This design comes from an exercise in tuning for small area, a short achievable clock period and few clock cycles per item on the open sky130 flow, not from production work. The RTL was checked by simulation tests, not by an equivalence proof against the original design. Power and IR drop assume default switching activity.

$ cat flow/design.v
package ffwb_pkg;
    localparam int FRAMES     = 32;
    localparam int COEFS      = 16;
    localparam int DEPTH      = FRAMES * COEFS;
    localparam int ADDR_W     = $clog2(DEPTH);
    localparam int PTR_W      = $clog2(FRAMES);
    localparam int CMD_W      = 2;
    localparam int COEF_IDX_W = 4;
    localparam int OFS_W      = 5;
    localparam int VAL_W      = 8;
    localparam int QDEPTH     = 4;
    localparam logic [CMD_W-1:0] CMD_WRITE   = 2'd0;
    localparam logic [CMD_W-1:0] CMD_COMMIT  = 2'd1;
    localparam logic [CMD_W-1:0] CMD_READ    = 2'd2;
    localparam logic [CMD_W-1:0] CMD_CONSUME = 2'd3;
endpackage
module ffwb_ram (
    input  logic        clk,
    input  logic [7:0]  wsel_lo_n,
    input  logic [7:0]  wsel_mid,
    input  logic [7:0]  wsel_hi,
    input  logic [63:0] rsel_lo,
    input  logic [7:0]  rsel_mid,
    input  logic [7:0]  wdata,
    output logic [63:0] blk_data     
);
    logic [4095:0] q;
    logic [7:0] sub [64];
    logic [7:0] blk [8];
    logic [63:0] row_we_n;    
    for (genvar r = 0; r < 64; r++)
    begin : g_row
        assign row_we_n[r] = !(wsel_hi[r / 8] && wsel_mid[r % 8]);
    end
    for (genvar w = 0; w < 512; w++)
    begin : g_word
        always_ff @(posedge clk)
        begin
            if (!(row_we_n[w / 8] || wsel_lo_n[w % 8]))
            begin
                q[w * 8 +: 8] <= wdata;
            end
        end
    end
    always_comb
    begin
        for (int s = 0; s < 64; s++)
        begin
            sub[s] = '0;
            for (int k = 0; k < 8; k++)
            begin
                sub[s] = sub[s] | ({8{rsel_lo[(s / 8) * 8 + k]}} & q[(s * 8 + k) * 8 +: 8]);
            end
        end
        for (int b = 0; b < 8; b++)
        begin
            blk[b] = '0;
            for (int m = 0; m < 8; m++)
            begin
                blk[b] = blk[b] | ({8{rsel_mid[m]}} & sub[b * 8 + m]);
            end
        end
    end
    always_ff @(posedge clk)
    begin
        for (int b = 0; b < 8; b++)
        begin
            blk_data[b * 8 +: 8] <= blk[b];
        end
    end
endmodule
import ffwb_pkg::*;
module ffwb_ctrl (
    input  logic        clk,
    input  logic        rst_n,
    input  logic        accept,
    input  logic [1:0]  cmd,
    input  logic [3:0]  coef_index,
    input  logic [4:0]  frame_offset,
    output logic [7:0]  wsel_lo_n,
    output logic [7:0]  wsel_mid,
    output logic [7:0]  wsel_hi,
    output logic [63:0] rsel_lo,
    output logic [7:0]  rsel_mid,
    output logic        ready_res,
    output logic        filled
);
    logic [4:0] wp;
    logic [4:0] lp1;         
    logic       filled_q;
    logic [4:0] frame;
    logic [8:0] addr;
    logic       rd;
    assign rd    = (cmd == CMD_READ);
    assign frame = rd ? (wp + frame_offset) : wp;
    assign addr  = {frame, coef_index};
    always_ff @(posedge clk or negedge rst_n)
    begin
        if (!rst_n)
        begin
            wp       <= '0;
            lp1      <= 5'd1;
            filled_q <= 1'b0;
        end
        else if (accept)
        begin
            if (cmd == CMD_COMMIT)
            begin
                wp <= wp + 5'd1;
                if (wp == 5'd31)
                begin
                    filled_q <= 1'b1;
                end
            end
            if (cmd == CMD_CONSUME)
            begin
                lp1 <= wp;
            end
        end
    end
    always_ff @(posedge clk)
    begin
        for (int i = 0; i < 8; i++)
        begin
            wsel_lo_n[i] <= (addr[2:0] != 3'(i));
            wsel_mid[i]  <= (addr[5:3] == 3'(i));
            wsel_hi[i]   <= accept && (cmd == CMD_WRITE) && (addr[8:6] == 3'(i));
            rsel_mid[i]  <= rd && (addr[5:3] == 3'(i));
        end
        for (int i = 0; i < 64; i++)
        begin
            rsel_lo[i]   <= ({addr[8:6], addr[2:0]} == 6'(i));
        end
    end
    assign ready_res = filled_q && (wp != lp1);
    assign filled    = filled_q;
endmodule
import ffwb_pkg::*;
module ffwb_out (
    input  logic        clk,
    input  logic        rst_n,
    input  logic        accept,
    input  logic        s1_valid,
    input  logic        s1_ready_res,
    input  logic        s1_filled,
    input  logic [63:0] blk_data,
    output logic        req_ready,
    input  logic        res_ready,
    output logic        res_valid,
    output logic [7:0]  res_read_value,
    output logic        res_ready_res,
    output logic        res_filled
);
    localparam int CW = $clog2(QDEPTH + 1);
    logic          s2_valid;
    logic [1:0]    s2_stat;
    logic [7:0]    s2_val;
    logic [9:0]    s2_res;
    logic [9:0]    qd [QDEPTH];
    logic [QDEPTH-1:0] qv;
    logic [CW-1:0] cnt;
    logic [CW-1:0] cnt_next;
    logic          take;
    logic          ready_q;
    logic [9:0]    head_next;
    logic [9:0]    out_q;
    always_ff @(posedge clk or negedge rst_n)
    begin
        if (!rst_n)
        begin
            s2_valid <= 1'b0;
        end
        else
        begin
            s2_valid <= s1_valid;
        end
    end
    always_ff @(posedge clk)
    begin
        s2_stat    <= {s1_ready_res, s1_filled};
    end
    always_comb
    begin
        s2_val = '0;
        for (int b = 0; b < 8; b++)
        begin
            s2_val = s2_val | blk_data[b * 8 +: 8];
        end
    end
    assign s2_res = {s2_val, s2_stat};
    assign take = qv[0] && res_ready;
    always_ff @(posedge clk or negedge rst_n)
    begin
        if (!rst_n)
        begin
            qv <= '0;
        end
        else
        begin
            for (int i = 0; i < QDEPTH; i++)
            begin
                if (take)
                begin
                    qv[i] <= (i + 1 < QDEPTH && qv[(i + 1) % QDEPTH]) || (s2_valid && qv[i]);
                end
                else
                begin
                    qv[i] <= qv[i] || (s2_valid && (i == 0 || qv[(i + QDEPTH - 1) % QDEPTH]));
                end
            end
        end
    end
    always_ff @(posedge clk)
    begin
        for (int i = 0; i < QDEPTH; i++)
        begin
            if (take)
            begin
                if (i + 1 < QDEPTH && qv[(i + 1) % QDEPTH])
                begin
                    qd[i] <= qd[(i + 1) % QDEPTH];
                end
                else
                begin
                    qd[i] <= s2_res;
                end
            end
            else if (!qv[i] && (i == 0 ? s2_valid : qv[(i + QDEPTH - 1) % QDEPTH]))
            begin
                qd[i] <= s2_res;
            end
        end
    end
    assign head_next = (take && qv[1]) ? qd[1] : s2_res;
    always_ff @(posedge clk)
    begin
        out_q <= (take || !qv[0]) ? head_next : qd[0];
    end
    assign cnt_next = cnt + CW'(accept) - CW'(take);
    always_ff @(posedge clk or negedge rst_n)
    begin
        if (!rst_n)
        begin
            cnt <= '0;
        end
        else
        begin
            cnt <= cnt_next;
        end
    end
    always_ff @(posedge clk)
    begin
        ready_q <= (cnt_next < CW'(QDEPTH));
    end
    assign req_ready      = ready_q;
    assign res_valid      = qv[0];
    assign res_read_value = out_q[9:2];
    assign res_ready_res  = out_q[1];
    assign res_filled     = out_q[0];
endmodule
import ffwb_pkg::*;
module feature_frame_window_buffer_core (
    input  logic       clk,
    input  logic       rst_n,
    input  logic       req_valid,
    output logic       req_ready,
    input  logic [1:0] req_cmd,
    input  logic [3:0] req_coef_index,
    input  logic [4:0] req_frame_offset,
    input  logic [7:0] req_coef_value,
    output logic       res_valid,
    input  logic       res_ready,
    output logic [7:0] res_read_value,
    output logic       res_ready_res,
    output logic       res_filled
);
    logic        accept;
    logic        s1_valid;
    logic [7:0]  s1_wdata;
    logic [7:0]  wsel_lo_n;
    logic [7:0]  wsel_mid;
    logic [7:0]  wsel_hi;
    logic [63:0] rsel_lo;
    logic [7:0]  rsel_mid;
    logic        ready_res;
    logic        filled;
    logic [63:0] blk_data;
    assign accept = req_valid && req_ready;
    always_ff @(posedge clk or negedge rst_n)
    begin
        if (!rst_n)
        begin
            s1_valid <= 1'b0;
        end
        else
        begin
            s1_valid <= accept;
        end
    end
    always_ff @(posedge clk)
    begin
        s1_wdata <= req_coef_value;
    end
    ffwb_ctrl u_ctrl (
        .clk          (clk),
        .rst_n        (rst_n),
        .accept       (accept),
        .cmd          (req_cmd),
        .coef_index   (req_coef_index),
        .frame_offset (req_frame_offset),
        .wsel_lo_n    (wsel_lo_n),
        .wsel_mid     (wsel_mid),
        .wsel_hi      (wsel_hi),
        .rsel_lo      (rsel_lo),
        .rsel_mid     (rsel_mid),
        .ready_res    (ready_res),
        .filled       (filled)
    );
    ffwb_ram u_store (
        .clk       (clk),
        .wsel_lo_n (wsel_lo_n),
        .wsel_mid  (wsel_mid),
        .wsel_hi   (wsel_hi),
        .rsel_lo   (rsel_lo),
        .rsel_mid  (rsel_mid),
        .wdata     (s1_wdata),
        .blk_data  (blk_data)
    );
    ffwb_out u_out (
        .clk            (clk),
        .rst_n          (rst_n),
        .accept         (accept),
        .s1_valid       (s1_valid),
        .s1_ready_res   (ready_res),
        .s1_filled      (filled),
        .blk_data       (blk_data),
        .req_ready      (req_ready),
        .res_ready      (res_ready),
        .res_valid      (res_valid),
        .res_read_value (res_read_value),
        .res_ready_res  (res_ready_res),
        .res_filled     (res_filled)
    );
endmodule
$ cat flow/run.sh
#!/bin/bash
# synth_recipe.tcl (not shown) runs the flow's synth.tcl, then flattens the netlist and writes it again
# the make line also repeats each setting of config.mk as NAME=value (left out here)
make -C /OpenROAD-flow-scripts/flow DESIGN_CONFIG=/design/flow/config.mk WORK_HOME=/design/flow/orfs CLKGATE_MAP_FILE= SYNTH_SCRIPT=/design/flow/synth_recipe.tcl finish
$ cat flow/config.mk
export PLATFORM = sky130hd
export DESIGN_NAME = feature_frame_window_buffer_core
export DESIGN_NICKNAME = feature_frame_window_buffer_core
export VERILOG_FILES = /design/flow/design.v
export SDC_FILE = /design/flow/constraint.sdc
export NUM_CORES = 4
export LEC_CHECK = 0
export CAP_MARGIN = 20
export CORE_MARGIN = 2
export CORE_UTILIZATION = 70
export CTS_CLUSTER_DIAMETER = 80
export CTS_CLUSTER_SIZE = 24
export SETUP_SLACK_MARGIN = 2.7
export SLEW_MARGIN = 20
$ cat flow/constraint.sdc
create_clock -name core_clock -period 5.0 [get_ports {clk}]
set_input_delay 1.0000 -clock core_clock [delete_from_list [all_inputs] [get_ports {clk}]]
set_output_delay 1.0000 -clock core_clock [all_outputs]
set_load 0.01 [all_outputs]
==> results.yml, run 1 <==
status:
  status: "complete, no violations"
clock_network:
  cts_tree: "built"
  h-tree-depth: 4
  cts_buffers: 199
  cts_hold_buf: 0
  clockBufferDepth: 3
  insertion_delay_ps: 900
  clk_pin_slew_ps: 100
  clock-sinks: 4337
  root_buffer: "clkbuf_16"
hold_path:
  whs_endpoint: "u_out.s2_valid$_DFF_PN0_"
  worstHoldStart: "s1_valid$_DFF_PN0_"
  min_path_type: "reg2reg"
  hold_path_depth: 0
critical_path:
  worstSetupPathType: "reg2reg"
  max_stage_delay_ps: 890
  ff2ff_setup_slack_ps: 2510
  r2r_cells: 2
  crit_chain: "nand2_1 -> nor2_1"
  critPathRequiredTime_ps: 5510
  r2r-start: "u_ctrl.wsel_hi[0]$_DFF_P_"
  cp_max_fo: 8
  endpoint_kind: "flop"
  slowest_stage: "dfxtp_1"
  cp.arrival_ps: 3000
  worstReg2RegEnd: "u_store.q[96]$_DFFE_PN_"
  startpoint_type: "flop"
detailed_routing:
  vias: 87300
  final_antenna_net_count: 0
  drcViolationCount: 0
  viasPerCell: 7.47
  wire_per_inst_um: 35.8
  route.final.wire_length_um: 418000
  drt_iter0_markers: 14400
  firstDrtPassIters: 9
place:
  gp_congestion: 0.893
  portBuffers: 34
  dp.final_hpwl_um: 240000
  placement.cell_area_um2: 160000
  dp_cells: 11300
grt:
  grtUsageTotal_pct: 36.6
  grt_max_degree: 216
  grt_pass1_wl_um: 591000
  grt_pass1_vias: 82000
  grt_antenna_before_repair: 17
  gr-total-overflow: 0
power:
  seqPwrFrac_pct: 63.7
  peakVddDrop_v: 0.000411
  power_leakage_nw: 49.0
  combPwrFrac_pct: 7.9
  clock_power_share_pct: 28.4
  power.internal_w: 0.0497
  power_density_nw_per_um2: 386
  sw_frac_of_total_pct: 23.1
  p_switching_w: 0.0149
synth:
  synth_edf_count: 4136
  synth-adder-area-share_pct: 0.0900
  yosys_warnings: 7
  synth_mux_area_share_pct: 0.253
  postSynth.asyncResetShare_pct: 0.461
  synth_flop_cell: "edfxtp_1"
  synth.avg_cell_area_um2: 17.9
  synth_xor_area_share_pct: 0.0675
  synthCells: 8694
  synth_compound_area_share_pct: 11.3
  ys_seq_elements: 4337
  synth.distinct_cells: 51
  ys_seq_area_share_pct: 82.4
  syn_nets: 8727
  syn_area_um2: 156000
  synthSimpleGateAreaFrac_pct: 4.31
  synth_top_family_by_area: "compound AO/OA/AOI/OAI gates"
timing:
  skew_ps: 31.2
  setup_tns_ps: 0
  hold_violations: 0
  tightest_slew_ps: 1320
  slew_viol_final: 0
  fmax_ghz: 0.402
  setup_viol: 0
  grt_setup_unrepaired: "true"
  period_share_pct: 49.7
  period_needed_ps: 2490
  max-slew-margin-rel_pct: 11.9
cells_and_area:
  fin_cells: 11700
  layout-drive-gt1-share_pct: 12.1
  syn2layout_area_growth_pct: 7.64
  design_area_um2: 168000
  fin_nets: 8588
run:
  drv_cap: 0
floorplan:
  chipHeight_um: 476
  dieWidth_um: 476
  start_util_pct: 70.2
  core_area_um2: 222000
  ios: 35
  dieArea_um2: 226000
  placement_rows: 173
[metal layers]
metal / vias up / share of wire [%] / GRT usage, %
li1: 35800 / - / -
met1: 44700 / 37 / 53.9
met2: 6135 / 47 / 55.2
met3: 743 / 12 / 7.56
met4: 8 / 3.9 / 13.6
met5: - / 0.015 / 0
[synthesized netlist by cell type (all sizes together) (2+ instances only)]
| master | n | area (um^2) |
|---|---|---|
| o21ai | 12 | 60.1 |
| dfrtp | 19 | 475 |
| nor4bb | 3 | 30.0 |
| buf | 177 | 722 |
| a31oi | 12 | 75.1 |
| mux2 | 35 | 394 |
| nand3 | 5 | 25.0 |
| a21oi | 4 | 20.0 |
| o31a | 2 | 17.5 |
| or4 | 2 | 15.0 |
| xor2 | 3 | 26.3 |
| clkbuf | 428 | 1610 |
| inv | 14 | 52.6 |
| a211oi | 6 | 80.1 |
| nand2 | 89 | 334 |
| nand2b | 3 | 18.8 |
| ha | 8 | 100 |
| nand4 | 579 | 3620 |
| nor4 | 17 | 106 |
| nand3b | 4 | 30.0 |
| dfxtp | 181 | 3620 |
| nor3 | 73 | 385 |
| xnor2 | 9 | 78.8 |
| nor2 | 540 | 2030 |
| fa | 2 | 40.0 |
| nor2b | 6 | 37.5 |
| a22oi | 2304 | 17300 |
| edfxtp | 4136 | 124000 |
| nor3b | 5 | 42.5 |
| a2111oi | 2 | 17.5 |
| and3 | 2 | 12.5 |
[final cells by class]
| class | instances | area [um^2] |
|---|---|---|
| sequential | 4337 | 129000 |
| timing repair buffer | 264 | 2990 |
| multi-input combinational | 3739 | 26500 |
| clock inverter | 7 | 72.6 |
| clock buffer | 334 | 5670 |
| fill | 12900 | 54100 |
| tap | 2975 | 3720 |
| antenna | 12 | 30.0 |
| inverter | 14 | 52.6 |
[cell usage in the layout (no fill, tap or decap), types with 4 or more instances in the layout]
cell type,synthesis,routed
dfrtp_2,0,5
nor3_1,69,54
nor3b_1,4,4
mux2_2,35,34
a31oi_1,12,12
o21ai_0,12,11
dfrtp_1,19,14
clkbuf_1,427,126
nand3_1,5,4
nor4_1,17,17
nand2_2,0,4
xnor2_1,9,6
clkbuf_16,0,211
dfxtp_4,0,58
nor3_2,4,15
clkdlybuf4s50_1,0,16
buf_16,0,4
nor2_2,0,342
nor3_4,0,4
nand4_1,579,579
buf_6,5,22
nor2_4,0,21
nand2_1,89,84
diode_2,0,12
edfxtp_1,4136,4136
ha_1,8,5
dfxtp_2,0,52
a22oi_1,2304,2278
buf_12,0,55
buf_4,3,154
nand3b_1,4,4
nor2_1,540,177
inv_1,14,13
a22oi_2,0,26
nor2b_1,6,5
dfxtp_1,181,71
[critical path, delay by kind of cell, from the launching register on]
kind          cells  cell delay [ps]
flops             1              890
simple gates      2             1230
[power by group through the flow]
stage                     combinational, W  clock, W  sequential [W]
final                              0.00509    0.0184          0.0412
after CTS                          0.00476    0.0184          0.0411
after global routing               0.00534    0.0195          0.0412
after floorplan                    0.00258         0          0.0415
after global placement             0.00435         0          0.0420
after detailed placement           0.00444         0          0.0420
[sequential cells by signal, indices dropped and copies added, names as in the netlist, 4 cells and up]
signal            flops
u_store.q          4096
u_ctrl.rsel_lo       64
u_store.blk_data     64
u_out.qd             40
u_out.out_q          10
s1_wdata              8
u_ctrl.rsel_mid       8
u_ctrl.wsel_hi        8
u_ctrl.wsel_lo_n      8
u_ctrl.wsel_mid       8
u_ctrl.lp1            5
u_ctrl.wp             5
u_out.qv              4
[kinds of logic after synthesis]
group,count (synthesis)
adders and majority gates,10
and+or+nand+nor,1331
DFF,4337
muxes,35
xor gates and xnor gates,12
buffers and inverters,619
AOI/OAI and AO/OA,2350
[repair_timing]
| action | in CTS | in global routing |
|---|---|---|
| endpoints found under the setup margin | 3530 | 1368 |
| pin swaps | 15 | 24 |
| gates cloned | 2 | 2 |
| buffers inserted | 12 | 9 |
| resized for setup | 465 | 171 |
[per-stage QoR]
step	hold slack, ps	utilization, %	setup slack (ps)	power (W)
6_report	396	75.6	2510	0.0646
5_1_grt	394	75.6	2510	0.0660
3_5_place_dp	368	72.1	1040	0.0464
4_1_cts	389	75.2	2500	0.0643
3_3_place_gp	362	72.1	1010	0.0463
2_1_floorplan	331	-	2240	0.0440
[how the worst max path moves through the flow]
stage	slack, ps	endpoint	from	cells past startpoint
after global routing	2510	res_valid	u_out.qv[0]$_DFF_PN0_	1
after CTS	2500	res_valid	u_out.qv[0]$_DFF_PN0_	1
after detailed placement	1040	u_ctrl.rsel_lo[30]$_DFF_P_	req_frame_offset[0]	7
after floorplan	2240	u_store.q[0]$_DFFE_PN_	s1_wdata[0]$_DFF_P_	0
final	2510	u_store.q[96]$_DFFE_PN_	u_ctrl.wsel_hi[0]$_DFF_P_	2
after global placement	1010	u_ctrl.wsel_hi[7]$_DFF_P_	req_frame_offset[0]	7
Testbench counts, summed over its fixed seeds: cycles 24,024, items 24,000.
==> inputs of run 2 (changes only) <==
--- a/flow/design.v
+++ b/flow/design.v
@@ -159,4 +159,6 @@
     logic [9:0]    qd [QDEPTH];
     logic [QDEPTH-1:0] qv;
+    logic [QDEPTH-1:0] qv_next;
+    logic          out_v;
     logic [CW-1:0] cnt;
     logic [CW-1:0] cnt_next;
@@ -190,4 +192,18 @@
     assign s2_res = {s2_val, s2_stat};
     assign take = qv[0] && res_ready;
+    always_comb
+    begin
+        for (int i = 0; i < QDEPTH; i++)
+        begin
+            if (take)
+            begin
+                qv_next[i] = (i + 1 < QDEPTH && qv[(i + 1) % QDEPTH]) || (s2_valid && qv[i]);
+            end
+            else
+            begin
+                qv_next[i] = qv[i] || (s2_valid && (i == 0 || qv[(i + QDEPTH - 1) % QDEPTH]));
+            end
+        end
+    end
     always_ff @(posedge clk or negedge rst_n)
     begin
@@ -198,19 +214,13 @@
         else
         begin
-            for (int i = 0; i < QDEPTH; i++)
-            begin
-                if (take)
-                begin
-                    qv[i] <= (i + 1 < QDEPTH && qv[(i + 1) % QDEPTH]) || (s2_valid && qv[i]);
-                end
-                else
-                begin
-                    qv[i] <= qv[i] || (s2_valid && (i == 0 || qv[(i + QDEPTH - 1) % QDEPTH]));
-                end
-            end
+            qv <= qv_next;
         end
     end
     always_ff @(posedge clk)
     begin
+        out_v <= qv_next[0];
+    end
+    always_ff @(posedge clk)
+    begin
         for (int i = 0; i < QDEPTH; i++)
         begin
@@ -254,5 +264,5 @@
     end
     assign req_ready      = ready_q;
-    assign res_valid      = qv[0];
+    assign res_valid      = out_v;
     assign res_read_value = out_q[9:2];
     assign res_ready_res  = out_q[1];
--- a/flow/config.mk
+++ b/flow/config.mk
@@ -8,5 +8,5 @@
 export CAP_MARGIN = 20
 export CORE_MARGIN = 2
-export CORE_UTILIZATION = 70
+export CORE_UTILIZATION = 65
 export CTS_CLUSTER_DIAMETER = 80
 export CTS_CLUSTER_SIZE = 24
==> run 2 against run 1 <==
Against the previous run: sequential cell count grew 1; via count is essentially flat; largest power group unchanged; first-iteration DRC count shrank 7.3%; still clean; maximum frequency grew 1.6%; count of clock-buffer cells in the layout shrank 2; total power grew 1.0%; setup slack gained 38 ps; wire length grew 1.6%; global-route usage shrank 2.3 points.
==> results.yml, run 2 <==
status:
  status: "complete, no violations"
grt:
  grt_antenna_before_repair: 23
  grtUsageTotal_pct: 34.3
  grt_pass1_wl_um: 600000
  grt_max_degree: 168
  gr-total-overflow: 0
  grt_pass1_vias: 82400
critical_path:
  slowest_stage: "dfxtp_2"
  cp.arrival_ps: 1450
  endpoint_kind: "output port"
  cp-startpoint: "u_out.ready_q$_DFF_P_"
  cp.buffers_inverters: 1
  worstSetupPathType: "reg2out"
  max_stage_delay_ps: 350
  cp_max_fo: 3
  startpoint_type: "flop"
  critPathTopFamily: "flip-flops"
  r2r-start: "u_ctrl.wsel_lo_n[1]$_DFF_P_"
  crit_chain: "clkdlybuf4s15_2"
  ff2ff_setup_slack_ps: 2580
  critPathRequiredTime_ps: 4000
power:
  power_leakage_nw: 49.2
  clock_power_share_pct: 28.4
  sw_frac_of_total_pct: 23.5
  finalPower_w: 0.0653
  combPwrFrac_pct: 8.7
  seqPwrFrac_pct: 62.9
  power.internal_w: 0.0500
  power_density_nw_per_um2: 388
  p_switching_w: 0.0154
  peakVddDrop_v: 0.000324
cells_and_area:
  fillers: 14800
  design_area_um2: 168000
  final_util_pct: 70.7
  largest_reg_flops: 4096
  syn2layout_area_growth_pct: 8.02
  regMostFlops: "u_store.q"
  fin_nets: 8575
  layout-drive-gt1-share_pct: 11.7
  final_common_cell: "edfxtp_1"
  mostFrequentLayoutCells: "edfxtp_1, a22oi_1, nand4_1"
  reg.largest.list: "u_store.q (4096), u_ctrl.rsel_lo (64), u_store.blk_data (64)"
floorplan:
  placement_rows: 179
  start_util_pct: 65.4
  core_area_um2: 238000
  ios: 35
  dieArea_um2: 244000
  dieWidth_um: 493
  chipHeight_um: 493
clock_network:
  clock-sinks: 4338
  cts_tree: "built"
  insertion_delay_ps: 900
  clk_pin_slew_ps: 90
  cts_hold_buf: 0
  h-tree-depth: 4
  cts_buffers: 200
  root_buffer: "clkbuf_16"
  clockBufferDepth: 3
timing:
  tightest_slew_ps: 1120
  hold_violations: 0
  fmax_ghz: 0.408
  max-slew-margin-rel_pct: 25.1
  slew_viol_final: 0
  fin_ws_ps: 2550
  setup_tns_ps: 0
  grt_setup_unrepaired: "true"
  period_share_pct: 49.0
  setup_viol: 0
  skew_ps: 33.8
  period_needed_ps: 2450
detailed_routing:
  route.final.wire_length_um: 425000
  vias: 87200
  wire_per_inst_um: 35.8
  drt_iter0_markers: 13400
  firstDrtPassIters: 6
  drcViolationCount: 0
  final_antenna_net_count: 0
  viasPerCell: 7.35
synth:
  syn_area_um2: 156000
  postSynth.asyncResetShare_pct: 0.461
  synth_flop_cell: "edfxtp_1"
  yosys_warnings: 7
  synth_edf_count: 4136
  synth_area_leaders: "edfxtp_1, a22oi_1, dfxtp_1"
  synth.avg_cell_area_um2: 17.9
  synth_commonest_cells: "edfxtp_1, a22oi_1, nand4_1, nor2_1, clkbuf_1"
  syn_nets: 8728
  synth.distinct_cells: 51
  synth_area_leader_cell: "edfxtp_1"
  synth_most_common_cell: "edfxtp_1"
  synthCells: 8695
  ys_seq_elements: 4338
  ys_seq_area_share_pct: 82.4
  synth_top_area_share_pct: 79.8
place:
  gp_congestion: 0.868
  placement.cell_area_um2: 160000
  place_ws_ps: 1420
  dp.final_hpwl_um: 241000
  portBuffers: 34
hold_path:
  min_path_type: "reg2reg"
  worstHoldStart: "s1_valid$_DFF_PN0_"
run:
  drv_cap: 0
==> run 2: metal layers <==
metal | track usage [%] | vias up | wire length [um]
li1 | - | 35700 | -
met1 | 51.4 | 45000 | 165000
met2 | 51.2 | 5819 | 196000
met3 | 7.38 | 664 | 50000
met4 | 11.1 | 24 | 13700
met5 | 0 | - | 174
==> run 2: area by class of cell <==
| type | count | area [um^2] | area share [%] |
|---|---|---|---|
| multi-input combinational | 3741 | 26800 | 15.9 |
| sequential | 4338 | 129000 | 76.5 |
| tap | 3167 | 3960 | 2.36 |
| clock buffer | 332 | 5620 | 3.34 |
| inverter | 14 | 52.6 | 0.0312 |
| timing repair buffer | 247 | 3000 | 1.79 |
| antenna | 16 | 40.0 | 0.0238 |
| clock inverter | 11 | 158 | 0.0937 |
==> run 2: what timing repair did <==
item / 4_1_cts / 5_1_grt
gates cloned: 5 / 7
endpoints found under the setup margin: 2787 / 2272
buffers inserted: 11 / 10
pin swaps: 17 / 50
gates resized for setup: 361 / 278
==> run 2: per-stage QoR <==
| step | hold slack, ps | std cells |
|---|---|---|
| floorplan | 331 | 8695 |
| global placement | 339 | 11500 |
| detailed placement | 337 | 11500 |
| CTS | 358 | 11800 |
| global route | 375 | 11900 |
| finish | 358 | 11900 |
==> run 2: logic make-up after synthesis <==
kind of cell	count (synthesis)	share of synthesized area [%]
and+or+nand+nor	1331	4.31
muxes	35	0.253
buffers and inverters	619	1.53
xor gates and xnor gates	12	0.0675
adders and majority gates	10	0.0900
DFF	4338	82.4
AOI/OAI and AO/OA	2350	11.3
==> run 2: worst register-to-register path, cell delays in order (launching register included) <==
cell	delay, ps
dfxtp_4	860
buf_4	760
nor2_1	460
==> run 2: worst paths after layout <==
check | to | cells after the start
max | req_ready | 1
min | u_out.s2_valid$_DFF_PN0_ | 0
max reg2reg | u_store.q[1231]$_DFFE_PN_ | 2
min reg2reg | u_out.s2_valid$_DFF_PN0_ | 0
max in group asynchronous | u_ctrl.wp[3]$_DFFE_PN0P_ | 1
min in group asynchronous | u_out.qv[2]$_DFF_PN0_ | 1
==> run 2: power groups by stage <==
stage	clock, W	combinational, W	sequential [W]
4_1_cts	0.0186	0.00501	0.0410
2_1_floorplan	0	0.00258	0.0415
3_3_place_gp	0	0.00454	0.0418
6_report	0.0186	0.00569	0.0411
5_1_grt	0.0198	0.00594	0.0411
3_5_place_dp	0	0.00460	0.0418
Testbench counts of run 2, summed over its fixed seeds: cycles 24,024, items 24,000.

[afterwards: timing with drivers on the ports]
No port has a modelled driver above. Below, the same layouts with a new extraction and two added sets of constraints. Step 1 (the two cells are an assumption about what drives the block):
set clk [get_ports {clk}]
set_driving_cell -lib_cell sky130_fd_sc_hd__clkbuf_16 $clk
set_driving_cell -lib_cell sky130_fd_sc_hd__buf_2 [delete_from_list [all_inputs] $clk]
Step 2 also shifts input and output timing later by t, the mid clock arrival at the registers, as if the neighbouring blocks saw the same clock. a / b / c = ideal / step 1 / step 2; a / b = the first two.
run | t (ns) | setup slack, ns | worst setup path after step 2 | pins driven straight from the clock port
run 1 | 0.978 | 2.514 / 2.460 / 1.747 | input to register | 1
run 2 | 0.974 | 2.552 / 2.458 / 1.672 | input to register | 1
After both steps setup and hold are still met in every run listed. For run 2, which loses most, drivers alone change the setup slack by -0.094 ns; drivers and shift together by -0.880 ns.
